From an optimization exercise on the open Yosys and OpenROAD flow, aimed at small area, a short achievable clock period and few clock cycles; shortcuts taken in it are not production practice. At most, simulation tests tie the RTL to the original design; equivalence was not proved. Power is estimated from default activity; no workload was simulated.

==> inputs of trial 91 <==
Design dcache_top, start of the top module:
module dcache_top (
    input  logic        clk,
    input  logic        rst,             
    input  logic        dreq_valid,
    input  logic [31:0] dreq_addr,
    input  logic [3:0]  dreq_strobe,     
    input  logic [31:0] dreq_data,
    output logic        dresp_data_ok,   
    output logic [31:0] dresp_data,
    output logic        creq_valid,
    output logic        creq_is_write,
    output logic [31:0] creq_addr,       
    output logic [3:0]  creq_strobe,
    output logic [31:0] creq_data,       
    output logic        creq_burst,      
    input  logic        cresp_ready,
    input  logic        cresp_last,
    input  logic [31:0] cresp_data
);
==> module cache_ctrl, before the edit <==
module cache_ctrl (
    input  logic                            clk,
    input  logic                            resetn,     
    input  logic                            req_valid,
    input  logic [3:0]                      req_strobe,
    input  logic [31:0]                     req_data,
    input  logic                            uncached,
    input  logic [31:0]                     phys_addr,
    input  logic [26-1:0]         tag,
    input  logic [1:0]                      index,
    input  logic [1:0]                      word_sel,
    input  logic                            lookup_hit,
    input  logic [1:0]                      lookup_hit_way,
    input  logic [1:0]                      lookup_victim_way,
    input  logic                            lookup_victim_dirty,
    input  logic [26-1:0]         lookup_victim_tag,
    input  logic [31:0]                     lookup_word,       
    output logic [1:0]                      rd_word,           
    output logic [4-1:0]             wb_way,            
    output logic                            resp_data_ok,
    output logic [31:0]                     resp_data,
    output logic                            mem_req_valid,
    output logic                            mem_req_is_write,
    output logic [31:0]                     mem_req_addr,
    output logic [3:0]                      mem_req_strobe,
    output logic [31:0]                     mem_req_data,
    output logic                            mem_req_burst,
    input  logic                            mem_resp_ready,
    input  logic                            mem_resp_last,
    input  logic [31:0]                     mem_resp_data,
    output logic [1:0]                      wr_word,
    output logic [4*4-1:0]           wr_be,
    output logic [31:0]                     wr_data,
    output logic [4-1:0]             meta_we,
    output logic                            meta_fill,
    output logic                            meta_store,
    output logic                            touch,
    output logic [1:0]                      touch_way
);
    localparam logic [2:0] IDLE      = 3'd0;
    localparam logic [2:0] WRITEBACK = 3'd1;
    localparam logic [2:0] REFILL    = 3'd2;
    localparam logic [2:0] UNCACHED  = 3'd3;
    localparam logic [2:0] RESPOND   = 3'd4;
    logic [2:0]  state_q;
    logic [1:0]  beat_q;       
    logic [1:0]  wb_ptr_q;     
    logic        wb_first_q;
    logic [1:0]  way_q;        
    logic        fill_q;       
    logic        cached_q;
    logic        ok_q;
    logic        cvalid_q, cwrite_q, cburst_q;
    logic [31:0] caddr_q;
    logic [3:0]  cstrobe_q;
    logic [31:0] data_q;       
    logic [3:0]  way_oh;
    logic        store;
    logic        beat_done;
    assign store     = |req_strobe;
    assign beat_done = mem_resp_ready && mem_resp_last;
    assign way_oh    = 4'b0001 << way_q;
    assign rd_word = (state_q == WRITEBACK) ? wb_ptr_q : word_sel;
    assign wb_way  = (state_q == WRITEBACK) ? way_oh : 4'b0000;
    logic        wr_refill, wr_store;
    logic [3:0]  be;
    assign wr_refill = (state_q == REFILL);
    assign wr_store  = (state_q == RESPOND) && cached_q;
    assign wr_word   = wr_refill ? beat_q : word_sel;
    assign wr_data   = wr_refill ? mem_resp_data : req_data;
    assign be        = wr_refill ? 4'hf : (wr_store ? req_strobe : 4'h0);
    for (genvar w = 0; w < 4; w++) begin : g_be
        assign wr_be[4*w +: 4] = way_oh[w] ? be : 4'h0;
        assign meta_we[w]      = wr_store && way_oh[w];
    end
    assign meta_fill  = fill_q;
    assign meta_store = store;
    assign touch      = wr_store;
    assign touch_way  = way_q;
    always_ff @(posedge clk) begin
        if (resetn) begin
            state_q  <= IDLE;
            ok_q     <= 1'b0;
            cvalid_q <= 1'b0;
        end else begin
            case (state_q)
                IDLE: begin
                    if (req_valid) begin
                        if (uncached) begin
                            cvalid_q <= 1'b1;
                            state_q  <= UNCACHED;
                        end else if (lookup_hit) begin
                            ok_q    <= 1'b1;
                            state_q <= RESPOND;
                        end else begin
                            cvalid_q <= 1'b1;
                            state_q  <= lookup_victim_dirty ? WRITEBACK : REFILL;
                        end
                    end
                end
                WRITEBACK: begin
                    if (beat_done) state_q <= REFILL;
                end
                REFILL, UNCACHED: begin
                    if (beat_done) begin
                        cvalid_q <= 1'b0;
                        ok_q     <= 1'b1;
                        state_q  <= RESPOND;
                    end
                end
                default: begin
                    ok_q    <= 1'b0;
                    state_q <= IDLE;
                end
            endcase
        end
    end
    always_ff @(posedge clk) begin
        case (state_q)
            IDLE: begin
                way_q      <= lookup_hit ? lookup_hit_way : lookup_victim_way;
                fill_q     <= !lookup_hit;
                cached_q   <= !uncached;
                beat_q     <= 2'd0;
                wb_ptr_q   <= 2'd0;
                wb_first_q <= 1'b1;
                data_q     <= lookup_word;
                cstrobe_q  <= uncached ? req_strobe : 4'hf;
                cburst_q   <= !uncached;
                if (uncached) begin
                    cwrite_q <= store;
                    caddr_q  <= phys_addr;
                end else if (lookup_victim_dirty) begin
                    cwrite_q <= 1'b1;
                    caddr_q  <= {lookup_victim_tag, index, 4'b0000};
                end else begin
                    cwrite_q <= 1'b0;
                    caddr_q  <= {tag, index, 4'b0000};
                end
            end
            WRITEBACK: begin
                if (wb_first_q || mem_resp_ready) begin
                    data_q   <= lookup_word;
                    wb_ptr_q <= wb_ptr_q + 2'd1;
                end
                wb_first_q <= 1'b0;
                if (beat_done) begin
                    cwrite_q <= 1'b0;
                    caddr_q  <= {tag, index, 4'b0000};
                end
            end
            REFILL: begin
                if (mem_resp_ready) begin
                    beat_q <= beat_q + 2'd1;
                    if (beat_q == word_sel) data_q <= mem_resp_data;
                end
            end
            UNCACHED: begin
                wb_first_q <= 1'b0;
                if (wb_first_q) data_q <= req_data;
                else if (mem_resp_ready) data_q <= mem_resp_data;
            end
            default: ;
        endcase
    end
    assign resp_data_ok     = ok_q;
    assign resp_data        = data_q;
    assign mem_req_valid    = cvalid_q;
    assign mem_req_is_write = cwrite_q;
    assign mem_req_addr     = caddr_q;
    assign mem_req_strobe   = cstrobe_q;
    assign mem_req_data     = data_q;
    assign mem_req_burst    = cburst_q;
endmodule
clock: 7.0 ns
lec_check: 0
abc_clock_period_in_ps: 3000
cap_margin: 20
core_margin: 2
core_utilization: 55
setup_slack_margin: 4.0
slew_margin: 20
run.sh (not shown) runs the stock make flow with config.mk's settings and CLKGATE_MAP_FILE= SYNTH_SCRIPT=/design/flow/synth_recipe.tcl, a recipe that flattens the netlist after the stock synthesis.
==> inputs of build 44, as changes to trial 91 <==
--- a/flow/design.v
+++ b/flow/design.v
@@ -178,10 +178,11 @@
     logic        fill_q;       
     logic        cached_q;
     logic        ok_q;
+    logic [31:0] rdata_q;
     logic        cvalid_q, cwrite_q, cburst_q;
     logic [31:0] caddr_q;
     logic [3:0]  cstrobe_q;
-    logic [31:0] data_q;       
+    logic [31:0] cdata_q;
     logic [3:0]  way_oh;
     logic        store;
     logic        beat_done;
@@ -252,7 +253,8 @@
                 beat_q     <= 2'd0;
                 wb_ptr_q   <= 2'd0;
                 wb_first_q <= 1'b1;
-                data_q     <= lookup_word;
+                rdata_q    <= lookup_word;
+                cdata_q    <= req_data;
                 cstrobe_q  <= uncached ? req_strobe : 4'hf;
                 cburst_q   <= !uncached;
                 if (uncached) begin
@@ -268,7 +270,7 @@
             end
             WRITEBACK: begin
                 if (wb_first_q || mem_resp_ready) begin
-                    data_q   <= lookup_word;
+                    cdata_q  <= lookup_word;
                     wb_ptr_q <= wb_ptr_q + 2'd1;
                 end
                 wb_first_q <= 1'b0;
@@ -280,24 +282,22 @@
             REFILL: begin
                 if (mem_resp_ready) begin
                     beat_q <= beat_q + 2'd1;
-                    if (beat_q == word_sel) data_q <= mem_resp_data;
+                    if (beat_q == word_sel) rdata_q <= mem_resp_data;
                 end
             end
             UNCACHED: begin
-                wb_first_q <= 1'b0;
-                if (wb_first_q) data_q <= req_data;
-                else if (mem_resp_ready) data_q <= mem_resp_data;
+                if (mem_resp_ready) rdata_q <= mem_resp_data;
             end
             default: ;
         endcase
     end
     assign resp_data_ok     = ok_q;
-    assign resp_data        = data_q;
+    assign resp_data        = rdata_q;
     assign mem_req_valid    = cvalid_q;
     assign mem_req_is_write = cwrite_q;
     assign mem_req_addr     = caddr_q;
     assign mem_req_strobe   = cstrobe_q;
-    assign mem_req_data     = data_q;
+    assign mem_req_data     = cdata_q;
     assign mem_req_burst    = cburst_q;
 endmodule
 `default_nettype wire
- ABC_CLOCK_PERIOD_IN_PS: 3000 -> not set
- CORE_UTILIZATION: 55 -> 40
- SETUP_SLACK_MARGIN: 4.0 -> not set
==> results by group <==
Worst setup path
  – Worst R2R Path Depth: 10
  – Worst path depth: 13
  – Critical Path Start Type: input pin

Finish
  – Multi-input gate area: 0.02766 sq mm

Run status
  – Status: finished clean

Clock tree
  – Clock sink count: between 2000 and 3000
That was trial 91.
==> results by group <==
GRT
  – Initial antenna violation count: 11

Timing
  – Final setup viols: 0

Worst setup path
  – Critical Path Start Type: flip-flop
  – Worst path depth: 12
  – Worst R2R Path Depth: 12

Power and ir drop
  – Flop pwr share: 51.4%

Finish
  – Multi-input gate area: 0.02401 sq mm
  – Sequential share of cell area: 65.36%

Clock tree
  – Clock sink count: 2623

Drt
  – Wire length on met2: 157.3 mm

Run status
  – Status: finished clean
That was build 44.
Testbench counts of build 44, summed over its fixed seeds: cycles 102,653.
Only the layout flow was run in trial 91; the RTL was not checked for function there.

[re-timing with driven ports]
In the flow no input, the clock included, has a driving cell. The finished layouts below were timed again as built, in two steps.
Step 1 assumes that a clkbuf_16 drives the clock port and a buf_2 every other input.
Step 2 times the ports against the registers' clock, not the clock port: input delays grow and output delays shrink by t, the midpoint of the rising clock arrivals with the driver on.
Slacks: ideal / step 1 / step 2; pairs: ideal / step 1.
run | t (ns) | slack for setup (ns) | worst setup path at the end
trial 91 | 1.022 | 3.368 / 3.084 / 2.061 | input to register
build 44 | 1.028 | 1.390 / 1.390 / 0.707 | input to register
After both steps setup and hold are still met in every run listed. For trial 91, which loses most, drivers alone change the setup slack by -0.284 ns; drivers and shift together by -1.307 ns.
